Source: an optimization exercise on an open RTL-to-GDS flow (aim: small area, a short achievable clock period and few clock cycles). Production flows keep margins and buffers that such runs may drop. RTL that was checked went through simulation tests only; none was proved equivalent to the original. For run 3, only the layout was checked, not whether the RTL still works. Power figures rest on the tool's default switching activity, not on a simulated workload.

==> design.v <==
package cab_bus_pkg;
  typedef logic [15:0] addr_t;
  typedef logic [31:0] data_t;
  typedef logic [15:0] half_t;
  typedef union packed {
    struct packed {
      logic [13:0] offset;
      logic        rsvd;
      logic        wr;
    } hdr;
    half_t data;
  } sreq_word_u;
  typedef enum logic [1:0] {
    send_addr,
    send_wdata_lo,
    send_wdata_hi
  } send_state_t;
endpackage
package cab_map_pkg;
  localparam int CAB_WINDOW = 4096;
  localparam int HDR_OFS_LSB = 2;
  localparam int DEFAULT_TIMEOUT = 250000;
endpackage
`timescale 1ns/1ns
module cab_bridge #(
  parameter int O_DEPTH = 5,        
  parameter int SLOTS = 1           
) (
  input  logic        clk,
  input  logic        rst_n,
  input  logic [31:0] maddr,
  input  logic [63:0] mwdata,
  input  logic [1:0]  mwr,
  input  logic [1:0]  mreq,
  output logic [1:0]  mrdy,
  output logic [1:0]  mdn,
  output logic [63:0] mrdata,
  input  logic [1:0]  srdy,
  input  logic [1:0]  sack,
  input  logic [31:0] sackdata,
  output logic [1:0]  sreq,
  output logic [31:0] sreqdata
);
  localparam int OC = $clog2(O_DEPTH + 1);
  localparam logic [5:0] T_HIT = 6'b100000;
  logic          cur_m;             
  logic [1:0]    hv;                
  logic [1:0]    hw;                
  logic [9:0]    hofs [2];          
  logic [1:0]    p1, p2;            
  logic [1:0]    cs;                
  logic          wbv;               
  logic [31:0]   wbuf;
  logic [1:0]    o_mem [O_DEPTH];   
  logic [OC-1:0] o_cnt;
  logic [OC-1:0] wpos;              
  logic [1:0]    rd_out [2];        
  logic [1:0]    rcnt [2];          
  logic [1:0]    r_wp, r_rp;        
  logic [1:0]    hsel;              
  logic [31:0]   rmem [2][SLOTS];
  logic [5:0]    t_cnt;             
  logic          ans;               
  logic [SLOTS-1:0] sel [2];        
  logic [1:0]    ok_q;              
  logic [1:0]  l_map, l_sl;         
  logic [1:0]  rdy_l;
  logic [1:0]  l_acc;               
  logic        m1;
  logic        a_wr;
  logic [9:0]  a_ofs;
  logic [31:0] a_wd;
  logic [1:0]  push;
  logic        o_push;
  logic        w_push;
  logic        acc;
  logic [1:0]  xfer;
  logic [1:0]  lastw;
  for (genvar m = 0; m < 2; m++) begin : g_lane
    assign l_map[m] = maddr[m*16 + 13 +: 3] == 3'b000;
    assign l_sl[m] = maddr[m*16 + 12];
    assign rdy_l[m] = (l_sl[m] ? ok_q[1] : ok_q[0]) && !(mwr[m] && wbv);
    assign l_acc[m] = mreq[m] && rdy_l[m] && l_map[m];
  end
  assign mrdy = rdy_l;
  assign acc = (mreq[0] && rdy_l[0]) || (mreq[1] && rdy_l[1]);
  assign push[0] = (l_acc[0] && !l_sl[0]) || (l_acc[1] && !l_sl[1]);
  assign push[1] = (l_acc[0] && l_sl[0]) || (l_acc[1] && l_sl[1]);
  assign o_push = l_acc[0] || l_acc[1];
  assign w_push = (l_acc[0] && mwr[0]) || (l_acc[1] && mwr[1]);
  assign m1 = mreq[1];
  assign a_wr = (mreq[0] && mwr[0]) || (mreq[1] && mwr[1]);
  assign a_ofs = ({10{mreq[0]}} & maddr[11:2]) | ({10{mreq[1]}} & maddr[27:18]);
  assign a_wd = ({32{mreq[0]}} & mwdata[31:0]) | ({32{mreq[1]}} & mwdata[63:32]);
  for (genvar s = 0; s < 2; s++) begin : g_x
    assign xfer[s] = srdy[s] && cs[s];
    assign lastw[s] = !hw[s] || p2[s];
  end
  logic          hd_s, hd_w;        
  logic          nh_s, nh_w;        
  logic [OC-1:0] o_base, o_inc;     
  logic          o_left;            
  logic          o_full_nx;
  logic          h_wait;
  logic          t_hit_nx;
  logic [1:0]    hv_nx, hw_nx, p1_nx, p2_nx, cs_nx;
  logic [1:0]    rpop, rtake;
  logic [1:0]    rd_sent, wr_sent, rpush;
  logic          nh_sent;           
  logic [1:0]    rd_out_nx [2];
  logic [1:0]    rd_nz_nx;
  logic [1:0]    rd_room_nx;
  logic [1:0]    rcnt_nx [2];
  logic [1:0]    rc_nz_nx;
  logic [1:0]    r_rp_nx;
  logic [1:0]    nh_rd;             
  logic          h_wait_nx;
  logic          ans_nx;
  logic          wbv_nx;
  assign {hd_s, hd_w} = o_mem[0];
  assign {nh_s, nh_w} = ans ? o_mem[1] : o_mem[0];
  assign o_base = ans ? o_cnt - 1'b1 : o_cnt;
  assign o_inc = ans ? o_cnt : o_cnt + 1'b1;
  assign o_left = o_base != '0;
  assign o_full_nx = o_push ? (o_inc == OC'(O_DEPTH)) : (o_base == OC'(O_DEPTH));
  for (genvar s = 0; s < 2; s++) begin : g_nx
    logic [1:0]    rd_base, rd_inc, rc_base, rc_inc;
    assign nh_rd[s] = o_left && !nh_w && nh_s == s[0];
    assign rd_sent[s] = xfer[s] && !hw[s];
    assign wr_sent[s] = xfer[s] && p2[s];
    assign rpush[s] = sack[s] && hsel[s];
    assign rpop[s] = ans && !hd_w && hd_s == s[0];
    assign rtake[s] = rpop[s] && rcnt[s] != 2'd0;
    assign rd_base = rpop[s] ? rd_out[s] - 1'b1 : rd_out[s];
    assign rd_inc = rpop[s] ? rd_out[s] : rd_out[s] + 1'b1;
    assign rd_out_nx[s] = rd_sent[s] ? rd_inc : rd_base;
    assign rd_nz_nx[s] = rd_sent[s] || rd_base != '0;
    assign rd_room_nx[s] = rd_sent[s] ?
        (rd_inc < 2'(SLOTS) || (rd_inc == 2'(SLOTS) && nh_rd[s])) :
        (rd_base < 2'(SLOTS) || (rd_base == 2'(SLOTS) && nh_rd[s]));
    assign rc_base = rtake[s] ? rcnt[s] - 1'b1 : rcnt[s];
    assign rc_inc = rtake[s] ? rcnt[s] : rcnt[s] + 1'b1;
    assign rcnt_nx[s] = (SLOTS > 1) ? (rpush[s] ? rc_inc : rc_base) : {1'b0, rpush[s] || rc_base[0]};
    assign rc_nz_nx[s] = rpush[s] || rc_base != '0;
    assign r_rp_nx[s] = (SLOTS > 1) && (r_rp[s] ^ rtake[s]);
    assign hv_nx[s] = push[s] || (hv[s] && !(xfer[s] && lastw[s]));
    assign hw_nx[s] = push[s] ? a_wr : hw[s];
    assign p1_nx[s] = push[s] ? 1'b0 : xfer[s] ? (hw[s] && !p1[s] && !p2[s]) : p1[s];
    assign p2_nx[s] = push[s] ? 1'b0 : xfer[s] ? p1[s] : p2[s];
    assign cs_nx[s] = hv_nx[s] && (hw_nx[s] || rd_room_nx[s]);
  end
  assign h_wait = o_cnt != '0 && !hd_w && rd_out[hd_s] != '0 && rcnt[hd_s] == '0;
  assign t_hit_nx = h_wait && !ans && t_cnt == T_HIT;
  assign h_wait_nx = o_left && !nh_w && rd_nz_nx[nh_s] && !rc_nz_nx[nh_s];
  assign nh_sent = w_push || !wbv || wr_sent[0] || wr_sent[1] ||
                   (ans ? wpos != OC'(1) : wpos != '0);
  assign ans_nx = o_left && (nh_w ? nh_sent : (rc_nz_nx[nh_s] || (t_hit_nx && h_wait_nx)));
  assign wbv_nx = w_push || (wbv && !wr_sent[0] && !wr_sent[1]);
  always_ff @(posedge clk or negedge rst_n) begin
    if (!rst_n) begin
      hv <= '0;
      cs <= '0;
      wbv <= 1'b0;
      o_cnt <= '0;
      ans <= 1'b0;
      r_wp <= '0;
      r_rp <= '0;
      hsel <= '0;
      for (int s = 0; s < 2; s++) begin
        rd_out[s] <= '0;
        rcnt[s] <= '0;
      end
    end else begin
      hv <= hv_nx;
      cs <= cs_nx;
      wbv <= wbv_nx;
      o_cnt <= o_push ? o_inc : o_base;
      ans <= ans_nx;
      r_rp <= r_rp_nx;
      for (int s = 0; s < 2; s++) begin
        rd_out[s] <= rd_out_nx[s];
        rcnt[s] <= rcnt_nx[s];
        if (sack[s]) hsel[s] <= !hsel[s];
        if (rpush[s] && SLOTS > 1) r_wp[s] <= !r_wp[s];
      end
    end
  end
  always_ff @(posedge clk) begin
    if (acc) cur_m <= m1;
    wpos <= w_push ? o_base : ans ? wpos - 1'b1 : wpos;
    p1 <= p1_nx;
    p2 <= p2_nx;
    t_cnt <= (h_wait && !ans) ? {t_cnt[4:0], t_cnt[5] ~^ t_cnt[4]} : '0;
    for (int s = 0; s < 2; s++) begin
      for (int k = 0; k < SLOTS; k++) begin
        sel[s][k] <= nh_rd[s] && rc_nz_nx[s] && r_rp_nx[s] == k[0];
      end
      ok_q[s] <= !hv_nx[s] && !o_full_nx;
    end
  end
  always_ff @(posedge clk) begin
    for (int i = 0; i < O_DEPTH; i++) begin
      if (o_push && OC'(i) == o_base) begin
        o_mem[i] <= {push[1], a_wr};
      end else if (ans && i < O_DEPTH - 1) begin
        o_mem[i] <= o_mem[i + 1];
      end
    end
  end
  always_ff @(posedge clk) begin
    for (int s = 0; s < 2; s++) begin
      if (push[s]) begin
        hw[s] <= a_wr;
        hofs[s] <= a_ofs;
      end
      if (sack[s] && !hsel[s]) rmem[s][SLOTS > 1 ? r_wp[s] : 1'b0][15:0] <= sackdata[s*16 +: 16];
      if (sack[s] && hsel[s]) rmem[s][SLOTS > 1 ? r_wp[s] : 1'b0][31:16] <= sackdata[s*16 +: 16];
    end
    if (w_push) wbuf <= a_wd;
  end
  for (genvar s = 0; s < 2; s++) begin : g_out
    assign sreq[s] = srdy[s] && cs[s];
    assign sreqdata[s*16 +: 16] = p1[s] ? wbuf[15:0] :
                                  p2[s] ? wbuf[31:16] : {4'b0, hofs[s], 1'b0, hw[s]};
  end
  assign mdn = {ans && cur_m, ans && !cur_m};
  logic [31:0] rd;
  always_comb begin
    rd = '0;
    for (int s = 0; s < 2; s++)
      for (int k = 0; k < SLOTS; k++)
        rd = rd | ({32{sel[s][k]}} & rmem[s][k]);
  end
  assign mrdata = {rd, rd};
endmodule
`timescale 1ns/1ns
module cab_bridge_top (
  input  logic        clk,
  input  logic        rst_n,
  input  logic [31:0] maddr,
  input  logic [63:0] mwdata,
  input  logic [1:0]  mwr,
  input  logic [1:0]  mreq,
  output logic [1:0]  mrdy,
  output logic [1:0]  mdn,
  output logic [63:0] mrdata,
  input  logic [1:0]  srdy,
  input  logic [1:0]  sack,
  input  logic [31:0] sackdata,
  output logic [1:0]  sreq,
  output logic [31:0] sreqdata
);
  cab_bridge u_bridge (.*);
endmodule
==> flow/run.sh <==
#!/bin/bash
# standard layout, with plain buffers on the ports instead of the delay cells
# buffer_ports picks, and a clock tree without dummy loads
set -euo pipefail
bash standard.sh "BUFFER_PORTS_ARGS=-buffer_cell sky130_fd_sc_hd__buf_1" \
  "CTS_ARGS=-sink_clustering_enable -repair_clock_nets -dont_use_dummy_load -sink_clustering_size 30 -buf_list sky130_fd_sc_hd__clkbuf_8 -root_buf sky130_fd_sc_hd__clkbuf_16" \
  finish > standard.log 2>&1
==> standard.sh <==
#!/bin/bash
# synth_recipe.tcl (not shown) runs the flow's synth.tcl, then flattens the netlist and writes it again
# the make line also repeats each setting of config.mk as NAME=value (left out here)
make -C /OpenROAD-flow-scripts/flow DESIGN_CONFIG=/design/flow/config.mk WORK_HOME=/design/flow/orfs CLKGATE_MAP_FILE= SYNTH_SCRIPT=/design/flow/synth_recipe.tcl "${@:-finish}"
==> config.mk <==
export PLATFORM = sky130hd
export DESIGN_NAME = cab_bridge_top
export DESIGN_NICKNAME = cab_bridge_top
export VERILOG_FILES = /design/flow/design.v
export SDC_FILE = /design/flow/constraint.sdc
export NUM_CORES = 4
export LEC_CHECK = 0
export CAP_MARGIN = 5
export CORE_MARGIN = 2
export CORE_UTILIZATION = 75
export SETUP_SLACK_MARGIN = 3.7
export SLEW_MARGIN = 5
==> constraint.sdc <==
create_clock -name core_clock -period 7.0 [get_ports {clk}]
set_input_delay 1.4000 -clock core_clock [delete_from_list [all_inputs] [get_ports {clk}]]
set_output_delay 1.4000 -clock core_clock [all_outputs]
set_load 0.01 [all_outputs]
==> summary.txt, run 1 <==
Initial DRT Pass Iterations 5; layout cell share with drive strength beyond 1 10.7%; CTS H-tree depth 4; top_reg_cell synth edfxtp_1; Crit Path Category primary input to output pin; CTS tree built; synth warn 9; RSZ-0062 raised after global routing true; Synth Register Bits between 150 and 200; total negative setup slack 0 ns; crit path DAT 1.95 ns; fmax 298 MHz; CP bufs+invs 2; worst-margin pin slew roughly 1.0 ns; initial antenna violation count 0; TritonCTS buffer count 17; vias in the first global route 5668; part of the cycle the worst path needs 47.9%; Root Driver clkbuf_16; crit path max fanout 4; Worst R2R Start u_bridge.o_cnt[0]$_DFF_PN0_; Synth Cell Area 7510 sq um; Worst Skew 0.0230 ns; Min-Delay Path Depth 2; Leak 3.03 nW; family with the most delay on the worst path simple AND/OR/NAND/NOR gates; clock slew at reported path FFs about 0.06 ns; Fin. Hold Viols 0; # rows 36; post-route ant nets 0; global-route wire length before repair 28200 um; drt total wl 18700 um; largest net degree at the start of global routing 47; Synth async-reset ratio 10.4%; area delta synth->final 15.4%; core area 9730 sq um; Final Util 89.0%; CP endpoint kind output pin; Tmin final 3.35 ns; CTS Hold Buffers Added 0; die span in x 104 um; dpl hpwl 12700 um; clock buffer depth 2; cell taking the most area after synthesis edfxtp_1; capturing point of the worst reg2reg path u_bridge.o_mem[1][1]$_DFFE_PP_; post-place setup slack 2.71 ns; Slew Limit Fails 0; FF-to-FF path depth 7; Worst R2R Setup Slack 4.55 ns; commonest cells after routing, fill and taps aside buf_1, edfxtp_1, a22o_1, nand2_1, o21ai_0; Critical-path top delay cell and2b_2; Port Buffers 235; most common cell after layout, fill and taps aside buf_1; Skew-Pair Late Insertion Delay 0.37 ns; Inserted Diodes 0; grt ovf 0; power per standard cell area 359 nW/um^2; Initial DRC Count 481; NumNets Final 916; Max rail drop VDD 264 uV; Mapped Cells 565; I/O pin count between 200 and 250; post-route total power 3.11 mW; Crit path largest cell delay around 0.22 ns; result of the run finished clean; Filler cells 446; final setup violating endpoints 0; synth top area cells edfxtp_1, a22o_1, dfrtp_1, dfxtp_1, mux2i_1; routed vias/inst 6.30; relative slew slack 31.4%; worst path cell trace buf_8 > and2b_2 > nor2_4 > buf_6; vias about 5700; Mapped Avg Cell Area approximately 13 sq um; top cell type's share of synthesized area 51.2%; Post-route DRC 0; Max-cap violations 0; routed len/inst 20.7 um; Sink Count ~160; Die Y 104 um; die area 10800 sq um; worst min path class flop to flop; sequential share of the synthesized area 61.7%; Final Wtd Congestion 0.884; worst setup margin between 3 and 4 ns; WHS Endpoint u_bridge.t_cnt[1]$_SDFF_PN0_; Initial Util around 77%; syn_nets just over 700; post-synthesis cell type count 63; gr usage total 33.8%; Crit path required time between 5 and 6 ns; crit start category primary input; EDFF count, synth 128; Hold Crit Start u_bridge.t_cnt[0]$_SDFF_PN0_
## tightest hold or removal path: cells and delay by family, from the launching register on
family,cells,cell delay [ns]
flip-flops,1,0.31
buffers and inverters,1,0.05
AND/OR/NAND/NOR,1,0.04
## cell families (layout without fill, tap and decap cells)
kind of cell / count (synthesis) / in the layout / synth area share (%)
multiplexers: 36 / 36 / 5.28
XOR/XNOR: 14 / 14 / 1.63
AND/OR/NAND/NOR: 104 / 104 / 7.78
adder cells (fa/ha/maj): 10 / 10 / 1.58
flip-flops: 163 / 163 / 61.7
AO/OA/AOI/OAI: 154 / 154 / 16.1
buffers and inverters: 84 / 288 / 5.98
## worst max path at each step
stage	from	endpoint	slack [ns]	cells after the start
detailed placement	mreq[1]	u_bridge.cs[1]$_DFF_PN0_	2.71	6
global route	mreq[1]	u_bridge.o_mem[1][1]$_DFFE_PP_	3.62	6
global placement	mreq[1]	u_bridge.cs[1]$_DFF_PN0_	2.81	6
CTS	maddr[28]	mrdy[1]	3.63	4
floorplan	maddr[30]	u_bridge.cs[1]$_DFF_PN0_	3.79	6
finish	maddr[28]	mrdy[1]	3.65	4
## final cells by class
cell class              count  area, sq um  share of cell area (%)
well taps                 133          166                    1.92
clock buffers              17          245                    2.83
repair buffers            248         1030                    11.9
repair inverters            1         7.51                  0.0867
flip-flops and latches    163         4640                    53.5
inverters                  22         86.3                   0.997
multi-input cells         318         2490                    28.7
## sequential cells by signal (all words and copies together), names as in the netlist, 3 cells and up
name	flops
u_bridge.hofs	20
u_bridge.o_cnt	3
u_bridge.o_mem	10
u_bridge.rd_out	4
u_bridge.rmem	64
u_bridge.t_cnt	6
u_bridge.wbuf	32
u_bridge.wpos	3
## cell usage after synthesis, types with 3 or more instances
cell type	instances
mux2_4	3
a31oi_1	4
nor3_2	3
a21oi_1	11
or2_1	3
nor3_1	5
buf_2	5
xnor2_1	8
nand3_1	3
dfrtp_1	17
edfxtp_1	128
ha_1	7
nor2_1	21
o21ai_0	28
clkbuf_1	22
xor2_1	6
dfxtp_1	18
inv_1	21
nand2_1	36
or4_4	3
mux2_1	6
a22o_1	87
nand3b_1	3
and3_1	3
buf_4	32
mux2i_1	25
and2_1	3
nor2b_1	7
## per-stage QoR
stage	area (sq um)	hold WS, ns	instances
after floorplan	7520	0.404	565
after global placement	8220	0.410	873
after detailed placement	8220	0.432	873
after CTS	8590	0.439	897
after global routing	8660	0.463	902
final	8660	0.438	902
## what timing repair did
item | CTS | global route
resized for setup | 33 | 10
pin swaps | 2 | 4
gates cloned | 1 | 0
buffers inserted | 6 | 5
setup endpoints to repair | 124 | 5
## power by group
part | switching [mW] | internal [mW] | total [mW]
Combinational | 0.660 | 0.453 | 1.11
Sequential | 0.220 | 1.27 | 1.49
Clock | 0.280 | 0.229 | 0.509
## per-layer routing
layer / global-route usage, % / wire length, um
met5: 0 / 0
met4: 16.9 / 743
met3: 7.39 / 1590
met2: 59.1 / 9800
met1: 39.6 / 6530
Testbench counts, summed over its fixed seeds: cycles 37,465.
==> run 2, diff against run 1 <==
==> flow/run.sh (replaced) <==
#!/bin/bash
# standard layout, with plain buffers on the ports instead of the delay cells
# buffer_ports picks, and a clock tree without dummy loads
set -euo pipefail
bash standard.sh "BUFFER_PORTS_ARGS=-buffer_cell sky130_fd_sc_hd__buf_1" \
  "CTS_ARGS=-sink_clustering_enable -repair_clock_nets -dont_use_dummy_load -sink_clustering_size 30 -buf_list {sky130_fd_sc_hd__clkbuf_4 sky130_fd_sc_hd__clkbuf_8} -root_buf sky130_fd_sc_hd__clkbuf_16" \
  finish > standard.log 2>&1
--- a/config.mk
+++ b/config.mk
@@ -6,7 +6,7 @@
 export NUM_CORES = 4
 export LEC_CHECK = 0
-export CAP_MARGIN = 5
+export CAP_MARGIN = 20
 export CORE_MARGIN = 2
 export CORE_UTILIZATION = 75
 export SETUP_SLACK_MARGIN = 3.7
-export SLEW_MARGIN = 5
+export SLEW_MARGIN = 20
==> run 2 against run 1 <==
Critical path type unchanged. Worst hold slack improved by 0.00078 ns. Maximum frequency about the same. Wire length increased by 0.20%.
==> summary.txt, run 2 <==
result of the run finished clean; vias in the first global route 5668; routed vias/inst around 6.3; area delta synth->final 15.4%; met2 WL between 9000 and 10000 um; Initial DRT Pass Iterations 5; crit path DAT 1.95 ns; gr usage total 33.8%; Synth Cell Area between 7000 and 8000 sq um; Tmin final 3.35 ns; Crit Path Category primary input to output pin; initial antenna violation count 0; Critical-path top delay cell and2b_2; internal power 1.95 mW; family with the most delay on the worst path simple AND/OR/NAND/NOR gates; Sink Count around 160; CTS H-tree depth 4; Reg area 4640 sq um; worst path cell trace buf_8 > and2b_2 > nor2_4 > buf_6; fmax 299 MHz; Commonest cells post-synth edfxtp_1, a22o_1, nand2_1; count leader, synth edfxtp_1; post-synthesis cell type count 63; commonest cells after routing, fill and taps aside buf_1, edfxtp_1, a22o_1, nand2_1, o21ai_0; Initial Util 77.2%; largest net degree at the start of global routing 47; vias 5708; top_reg_cell synth edfxtp_1; multi-input logic area 2490 sq um; CP bufs+invs 2; Mapped Cells 565; Mapped Avg Cell Area between 10 and 15 sq um; Root Driver clkbuf_16; Max-cap violations 0; Initial DRC Count 484; total negative setup slack 0 ns; CP endpoint kind output pin; net load switching power 1.16 mW; dpl hpwl 12700 um; Logic pwr share a little over a third; Port Buffers 235; Filler cells 446; part of the cycle the worst path needs approximately 48%; die area between 10000 and 15000 sq um; synth warn 9; core area 9730 sq um; clock buffer depth 2; final setup violating endpoints 0; EDFF count, synth approximately 130; Max rail drop VDD 264 uV; Crit path largest cell delay 0.22 ns; Synth async-reset ratio 10.4%; Synth Register Bits 163; Max Used Layer met4; Met3 Routed Length 1580 um; Skew-Pair Late Insertion Delay around 0.37 ns; M1 WL approximately 6600 um; global-route wire length before repair 28200 um; drt total wl 18700 um; Slew Limit Fails 0; post-route total power slightly above 3 mW; sequential share of the synthesized area 61.7%; CTS tree built; crit path max fanout 4; RSZ-0062 raised after global routing true; Largest register FFs 64; routed len/inst 20.7 um; layout cell share with drive strength beyond 1 10.8%; synth top area cells edfxtp_1, a22o_1, dfrtp_1, dfxtp_1, mux2i_1; crit start category primary input; NumNets Final 916; relative slew slack 40.7%; syn_nets 710; worst-margin pin slew 0.889 ns; Final Util 89.0%; Fin. Hold Viols 0; I/O pin count 240; power per standard cell area 359 nW/um^2; Inserted Diodes 0; most common cell after layout, fill and taps aside buf_1; Post-route DRC 0; top cell type's share of synthesized area 51.2%; Leak 3.03 nW; Worst Skew 0.0236 ns; die span in x 104 um; post-route ant nets 0; grt ovf 0; worst min path class flop to flop; switching share of power 37.4%; TritonCTS buffer count 17; Die Y about 100 um; sequential power share a little under half; Final Wtd Congestion 0.884; # rows 36; clock slew at reported path FFs 0.06 ns; Crit path required time between 5 and 6 ns; Clock power frac 16.4%; cell taking the most area after synthesis edfxtp_1
run 2: worst paths after layout:
| kind | from | endpoint | slack, ns | depth (start not counted) |
|---|---|---|---|---|
| max in group asynchronous | rst_n | u_bridge.ans$_DFF_PN0_ | 5.66 | 1 |
| min reg2reg | u_bridge.t_cnt[0]$_SDFF_PN0_ | u_bridge.t_cnt[1]$_SDFF_PN0_ | 0.44 | 2 |
| max | maddr[28] | mrdy[1] | 3.65 | 4 |
| max reg2reg | u_bridge.o_cnt[0]$_DFF_PN0_ | u_bridge.o_mem[1][1]$_DFFE_PP_ | 4.58 | 7 |
| min in group asynchronous | rst_n | u_bridge.rd_out[0][1]$_DFF_PN0_ | 0.96 | 1 |
| min | u_bridge.t_cnt[0]$_SDFF_PN0_ | u_bridge.t_cnt[1]$_SDFF_PN0_ | 0.44 | 2 |
run 2: final cells by class:
| cell class | instances | area share [%] |
|---|---|---|
| inverters | 22 | 0.997 |
| well taps | 133 | 1.92 |
| flip-flops and latches | 163 | 53.5 |
| repair inverters | 1 | 0.0867 |
| multi-input cells | 318 | 28.7 |
| clock buffers | 17 | 2.83 |
| repair buffers | 248 | 11.9 |
run 2: stage by stage:
stage                     instances  hold WS [ns]  setup WS [ns]  instance area (sq um)
after floorplan                 565         0.404           3.79                   7520
after global routing            902         0.463           3.62                   8660
after global placement          873         0.410           2.81                   8220
after detailed placement        873         0.432           2.71                   8220
final                           902         0.439           3.65                   8660
after CTS                       897         0.439           3.63                   8590
run 2: logic make-up (layout without fill, tap and decap cells):
group	Yosys count	in the layout	share of synthesized area [%]
AO/OA/AOI/OAI	154	154	16.1
multiplexers	36	36	5.28
adder cells (fa/ha/maj)	10	10	1.58
flip-flops	163	163	61.7
AND/OR/NAND/NOR	104	104	7.78
buffers and inverters	84	288	5.98
XOR/XNOR	14	14	1.63
run 2: worst reg2reg max path, stage by stage, from the launching register on:
cell     delay, ns
dfrtp_1       0.49
inv_1         0.16
ha_1          0.20
nand2_1       0.08
xnor2_1       0.35
o21ai_1       0.25
nor3_2        0.31
mux2_1        0.35
run 2: power by group through the flow:
stage               combinational (mW)  clock (mW)  sequential, mW
finish                            1.11       0.510            1.49
global route                      1.20       0.543            1.51
CTS                               1.08       0.509            1.47
detailed placement                1.05           0            1.49
global placement                  1.01           0            1.47
floorplan                        0.882           0            1.35
run 2: repair_timing:
item,CTS,global route
cloned,1,0
hold buffers,0,0
pin swaps,2,4
setup buffers,6,5
gates resized for setup,33,10
setup endpoints to repair,124,5
run 2: layer usage:
layer / vias up / track usage, %
met5: - / 0
met4: 0 / 16.9
met3: 73 / 7.39
met2: 404 / 59.1
met1: 2708 / 39.6
li1: 2523 / -
==> run 3, diff against run 2 <==
--- a/design.v
+++ b/design.v
@@ -97,4 +97,14 @@
     assign lastw[s] = !hw[s] || p2[s];
   end
+  logic          o_nz;
+  logic          e_w;               
+  logic [1:0]    e_r;               
+  logic          pop;               
+  logic [1:0]    hr_q;              
+  logic [1:0]    wq;                
+  assign e_w = (srdy[0] && wq[0]) || (srdy[1] && wq[1]);
+  assign e_r[0] = hr_q[0] && sack[0];
+  assign e_r[1] = hr_q[1] && sack[1];
+  assign pop = ans || e_w || e_r[0] || e_r[1];
   logic          hd_s, hd_w;        
   logic          nh_s, nh_w;        
@@ -119,7 +129,7 @@
   logic          wbv_nx;
   assign {hd_s, hd_w} = o_mem[0];
-  assign {nh_s, nh_w} = ans ? o_mem[1] : o_mem[0];
-  assign o_base = ans ? o_cnt - 1'b1 : o_cnt;
-  assign o_inc = ans ? o_cnt : o_cnt + 1'b1;
+  assign {nh_s, nh_w} = pop ? o_mem[1] : o_mem[0];
+  assign o_base = pop ? o_cnt - 1'b1 : o_cnt;
+  assign o_inc = pop ? o_cnt : o_cnt + 1'b1;
   assign o_left = o_base != '0;
   assign o_full_nx = o_push ? (o_inc == OC'(O_DEPTH)) : (o_base == OC'(O_DEPTH));
@@ -129,6 +139,6 @@
     assign rd_sent[s] = xfer[s] && !hw[s];
     assign wr_sent[s] = xfer[s] && p2[s];
-    assign rpush[s] = sack[s] && hsel[s];
-    assign rpop[s] = ans && !hd_w && hd_s == s[0];
+    assign rpush[s] = sack[s] && hsel[s] && !hr_q[s];
+    assign rpop[s] = pop && !hd_w && hd_s == s[0];
     assign rtake[s] = rpop[s] && rcnt[s] != 2'd0;
     assign rd_base = rpop[s] ? rd_out[s] - 1'b1 : rd_out[s];
@@ -151,9 +161,16 @@
   end
   assign h_wait = o_cnt != '0 && !hd_w && rd_out[hd_s] != '0 && rcnt[hd_s] == '0;
-  assign t_hit_nx = h_wait && !ans && t_cnt == T_HIT;
+  assign t_hit_nx = h_wait && !pop && t_cnt == T_HIT;
   assign h_wait_nx = o_left && !nh_w && rd_nz_nx[nh_s] && !rc_nz_nx[nh_s];
   assign nh_sent = w_push || !wbv || wr_sent[0] || wr_sent[1] ||
-                   (ans ? wpos != OC'(1) : wpos != '0);
+                   (pop ? wpos != OC'(1) : wpos != '0);
   assign ans_nx = o_left && (nh_w ? nh_sent : (rc_nz_nx[nh_s] || (t_hit_nx && h_wait_nx)));
+  logic [1:0] hsel_nx, hr_nx;
+  logic [1:0] wq_nx;
+  assign hsel_nx = hsel ^ sack;
+  assign hr_nx[0] = o_left && !nh_w && !nh_s && !rc_nz_nx[0] && hsel_nx[0] && !ans_nx;
+  assign hr_nx[1] = o_left && !nh_w && nh_s && !rc_nz_nx[1] && hsel_nx[1] && !ans_nx;
+  assign wq_nx[0] = o_left && nh_w && !nh_sent && cs_nx[0] && hw_nx[0] && p2_nx[0];
+  assign wq_nx[1] = o_left && nh_w && !nh_sent && cs_nx[1] && hw_nx[1] && p2_nx[1];
   assign wbv_nx = w_push || (wbv && !wr_sent[0] && !wr_sent[1]);
   always_ff @(posedge clk or negedge rst_n) begin
@@ -164,4 +181,6 @@
       o_cnt <= '0;
       ans <= 1'b0;
+      hr_q <= '0;
+      wq <= '0;
       r_wp <= '0;
       r_rp <= '0;
@@ -177,4 +196,6 @@
       o_cnt <= o_push ? o_inc : o_base;
       ans <= ans_nx;
+      hr_q <= hr_nx;
+      wq <= wq_nx;
       r_rp <= r_rp_nx;
       for (int s = 0; s < 2; s++) begin
@@ -188,8 +209,8 @@
   always_ff @(posedge clk) begin
     if (acc) cur_m <= m1;
-    wpos <= w_push ? o_base : ans ? wpos - 1'b1 : wpos;
+    wpos <= w_push ? o_base : pop ? wpos - 1'b1 : wpos;
     p1 <= p1_nx;
     p2 <= p2_nx;
-    t_cnt <= (h_wait && !ans) ? {t_cnt[4:0], t_cnt[5] ~^ t_cnt[4]} : '0;
+    t_cnt <= (h_wait && !pop) ? {t_cnt[4:0], t_cnt[5] ~^ t_cnt[4]} : '0;
     for (int s = 0; s < 2; s++) begin
       for (int k = 0; k < SLOTS; k++) begin
@@ -203,5 +224,5 @@
       if (o_push && OC'(i) == o_base) begin
         o_mem[i] <= {push[1], a_wr};
-      end else if (ans && i < O_DEPTH - 1) begin
+      end else if (pop && i < O_DEPTH - 1) begin
         o_mem[i] <= o_mem[i + 1];
       end
@@ -224,5 +245,5 @@
                                   p2[s] ? wbuf[31:16] : {4'b0, hofs[s], 1'b0, hw[s]};
   end
-  assign mdn = {ans && cur_m, ans && !cur_m};
+  assign mdn = {pop && cur_m, pop && !cur_m};
   logic [31:0] rd;
   always_comb begin
@@ -231,4 +252,6 @@
       for (int k = 0; k < SLOTS; k++)
         rd = rd | ({32{sel[s][k]}} & rmem[s][k]);
+    for (int s = 0; s < 2; s++)
+      rd = rd | ({32{hr_q[s]}} & {sackdata[s*16 +: 16], rmem[s][SLOTS > 1 ? r_rp[s] : 1'b0][15:0]});
   end
   assign mrdata = {rd, rd};
==> flow/run.sh (replaced) <==
#!/bin/bash
# standard layout, with plain buffers on the ports instead of the delay cells
# buffer_ports picks, and a clock tree without dummy loads
set -euo pipefail
bash standard.sh "BUFFER_PORTS_ARGS=-buffer_cell sky130_fd_sc_hd__buf_1" \
  "CTS_ARGS=-sink_clustering_enable -repair_clock_nets -dont_use_dummy_load -sink_clustering_size 30 -buf_list sky130_fd_sc_hd__clkbuf_8 -root_buf sky130_fd_sc_hd__clkbuf_16" \
  finish > standard.log 2>&1
==> run 3 against run 2 <==
Still clean on timing, DRC and antenna. Total power grew 25%. Non-clock buffer count grew 17. Core utilization grew 3.4 points. Wire length grew 48%. Cell count grew 10%. Worst setup slack lost 0.42 ns. Critical path type unchanged.
==> summary.txt, run 3 <==
sequential power share 41.7%; power per standard cell area slightly above 400 nW/um^2; Port Buffers 235; Clock power frac 14.3%; Max-cap violations 0; Worst Skew 0.0422 ns; Synth async-reset ratio 12.6%; internal power 2.17 mW; clock buffer depth 2; capturing point of the worst reg2reg path u_bridge.cs[1]$_DFF_PN0_; worst min path class flop to flop; synth top area cells edfxtp_1, a22o_1, dfrtp_1, dfxtp_1, mux2i_1; most used cell, CP buf_6; CTS H-tree depth 4; vias in the first global route 6177; Post-route DRC 0; Largest register FFs 64; sequential share of the synthesized area 59.5%; post-synthesis cell type count 59; Worst R2R Setup Slack ~4 ns; Final Wtd Congestion 0.880; commonest cells after routing, fill and taps aside buf_1, edfxtp_1, a22o_1, nand2_1, o21ai_0; Crit Path Category primary input to output pin; WHS Endpoint u_bridge.t_cnt[5]$_SDFF_PN0_; drt total wl roughly 28000 um; Initial Util 77.1%; Tmin final 3.77 ns; post-route ant nets 0; vias 7394; die span in x 107 um; Min-Delay Path Depth 1; crit start category primary input; Final Util 92.4%; Skew-Pair Late Insertion Delay around 0.4 ns; RSZ-0062 raised after global routing true; Filler cells 345; Critical-path top delay cell a222oi_1; switching share of power 44.2%; I/O pin count 240; syn_nets 801; part of the cycle the worst path needs a little over half; Hold Slack approximately 0.48 ns; Leak approximately 3.6 nW; CP bufs+invs 3; area delta synth->final 20.0%; routed vias/inst 7.42; worst path cell trace buf_6 > a222oi_1 > buf_4 > and2_4 > nor2_4 > buf_6; worst-margin pin slew between 1 and 1.5 ns; total negative setup slack 0 ns; result of the run finished clean; Die Y around 110 um; routed len/inst 27.8 um; Sink Count 167; Mapped Cells 652; top_reg_cell synth edfxtp_1; cell taking the most area after synthesis edfxtp_1; layout cell share with drive strength beyond 1 18.8%; TritonCTS buffer count 17; Worst R2R Start u_bridge.o_cnt[0]$_DFF_PN0_; grt ovf 0; Synth Cell Area 7960 sq um; net load switching power around 1.7 mW; CTS Hold Buffers Added 0; Inserted Diodes 0; Logic pwr share 43.9%; NumNets Final 1011; dpl hpwl 14000 um; Initial DRT Pass Iterations 6; FF-to-FF path depth 8; final setup violating endpoints 0; Fin. Hold Viols 0; Max rail drop VDD 297 uV; fmax 265 MHz; largest net degree at the start of global routing 48; Commonest cells post-synth edfxtp_1, nand2_1, a22o_1; core area just over 10000 sq um; CP endpoint kind output pin; Crit path required time 5.60 ns; Initial DRC Count 1455; die area 11400 sq um; Mapped Avg Cell Area 12.2 sq um; Synth Register Bits 167; Crit path largest cell delay around 0.32 ns; count leader, synth edfxtp_1; Placed Cells around 950; fin cells 996; crit path max fanout 4; most common cell after layout, fill and taps aside buf_1; CTS tree built; top cell type's share of synthesized area 48.3%; relative slew slack just under 30%; family with the most delay on the worst path buffers and inverters; initial antenna violation count 0; post-route total power 3.89 mW; Hold Crit Start u_bridge.t_cnt[4]$_SDFF_PN0_; clock slew at reported path FFs 0.05 ns; EDFF count, synth 128; global-route wire length before repair between 30000 and 40000 um; gr usage total 36.9%; Slew Limit Fails 0; crit path DAT 2.37 ns; Root Driver clkbuf_16; synth warn 9; # rows 37
==> run 3: cell types whose count changed in the layout (fill, tap and decap cells not counted), sizes merged, moves of 8 or more <==
cell,before,now
a22o,87,67
a22oi,1,32
nand2,36,70
nand3,3,14
a21oi,11,19
clkbuf,22,33
==> run 3: logic make-up (layout without fill, tap and decap cells) <==
group | Yosys count | in the layout | share of synthesized area, %
AOI/OAI and AO/OA | 187 | 187 | 17.7
DFF | 167 | 167 | 59.5
and+or+nand+nor | 148 | 148 | 9.11
buffers and inverters | 91 | 299 | 6.10
muxes | 34 | 34 | 4.39
xor gates and xnor gates | 13 | 13 | 1.43
adders and majority gates | 12 | 12 | 1.86
==> run 3: power groups by stage <==
stage | Combinational (mW) | Clock [mW] | Sequential [mW]
detailed placement | 1.38 | 0 | 1.56
global route | 1.78 | 0.580 | 1.63
CTS | 1.47 | 0.521 | 1.55
floorplan | 1.18 | 0 | 1.39
global placement | 1.34 | 0 | 1.54
finish | 1.71 | 0.558 | 1.62
==> run 3: layout make-up <==
| type | instances | area, sq um | area share [%] |
|---|---|---|---|
| well taps | 136 | 170 | 1.78 |
| repair buffers | 265 | 1420 | 14.9 |
| flip-flops and latches | 167 | 4740 | 49.7 |
| inverters | 17 | 63.8 | 0.669 |
| clock buffers | 17 | 245 | 2.57 |
| multi-input cells | 394 | 2900 | 30.4 |
==> run 3: how the worst max path moves through the flow <==
stage | from | endpoint | slack, ns | depth (start not counted)
after floorplan | srdy[1] | mdn[0] | 3.31 | 5
after global placement | sack[0] | mdn[0] | 2.68 | 6
after detailed placement | sack[0] | mdn[0] | 2.67 | 6
after CTS | srdy[1] | mdn[0] | 3.26 | 6
after global routing | srdy[1] | mdn[0] | 3.19 | 6
final | srdy[1] | mdn[0] | 3.23 | 6
==> run 3: stage by stage <==
step / instance area (sq um) / setup WS, ns
after floorplan: 7970 / 3.31
after global placement: 8630 / 2.68
after detailed placement: 8630 / 2.67
after CTS: 9160 / 3.26
after global routing: 9540 / 3.19
final: 9540 / 3.23
==> run 3: metal layers <==
layer	up-vias	global-route usage [%]	wire length [um]
li1	2849	-	-
met1	3359	44.1	8380
met2	947	64.6	13000
met3	239	8.94	4070
met4	0	14.9	2240
met5	-	0	0
==> run 3: what timing repair did <==
action                     CTS  global route
cloned                       0             0
pin swaps                   28            27
setup endpoints to repair   96            61
resized for setup           78           100
setup buffers               11            15

separate check: timing with driven ports:
Ports are ideal in the flow. The routed layouts listed here were re-timed in OpenROAD. Step 1 sets driving cells, clkbuf_16 on the clock port and buf_2 on the other inputs (assumed; they add their load-dependent delay and slew). Step 2, shift: input delay + t, output delay - t, t = (earliest + latest rising clock arrival at the registers) / 2. This alone moves slack from input paths to output paths. Three values: ideal ports, drivers, drivers and shift; two values: the first two.
| run | t, ns | setup slack, ns | slew at the worst register clock pin (ns) | worst data-port slew with drivers (ns) | pins driven straight from the clock port |
|---|---|---|---|---|---|
| run 1 | 0.398 | 3.649 / 3.606 / 3.333 | 0.09 / 0.09 | 0.06 | 1 |
| run 2 | 0.401 | 3.650 / 3.608 / 3.318 | 0.09 / 0.09 | 0.06 | 1 |
| run 3 | 0.413 | 3.226 / 3.189 / 3.189 | 0.11 / 0.11 | 0.16 | 1 |
After both steps setup and hold are still met in every run listed. The setup slack of run 2, which loses most, moves by -0.042 ns with the drivers and by -0.332 ns with both steps.
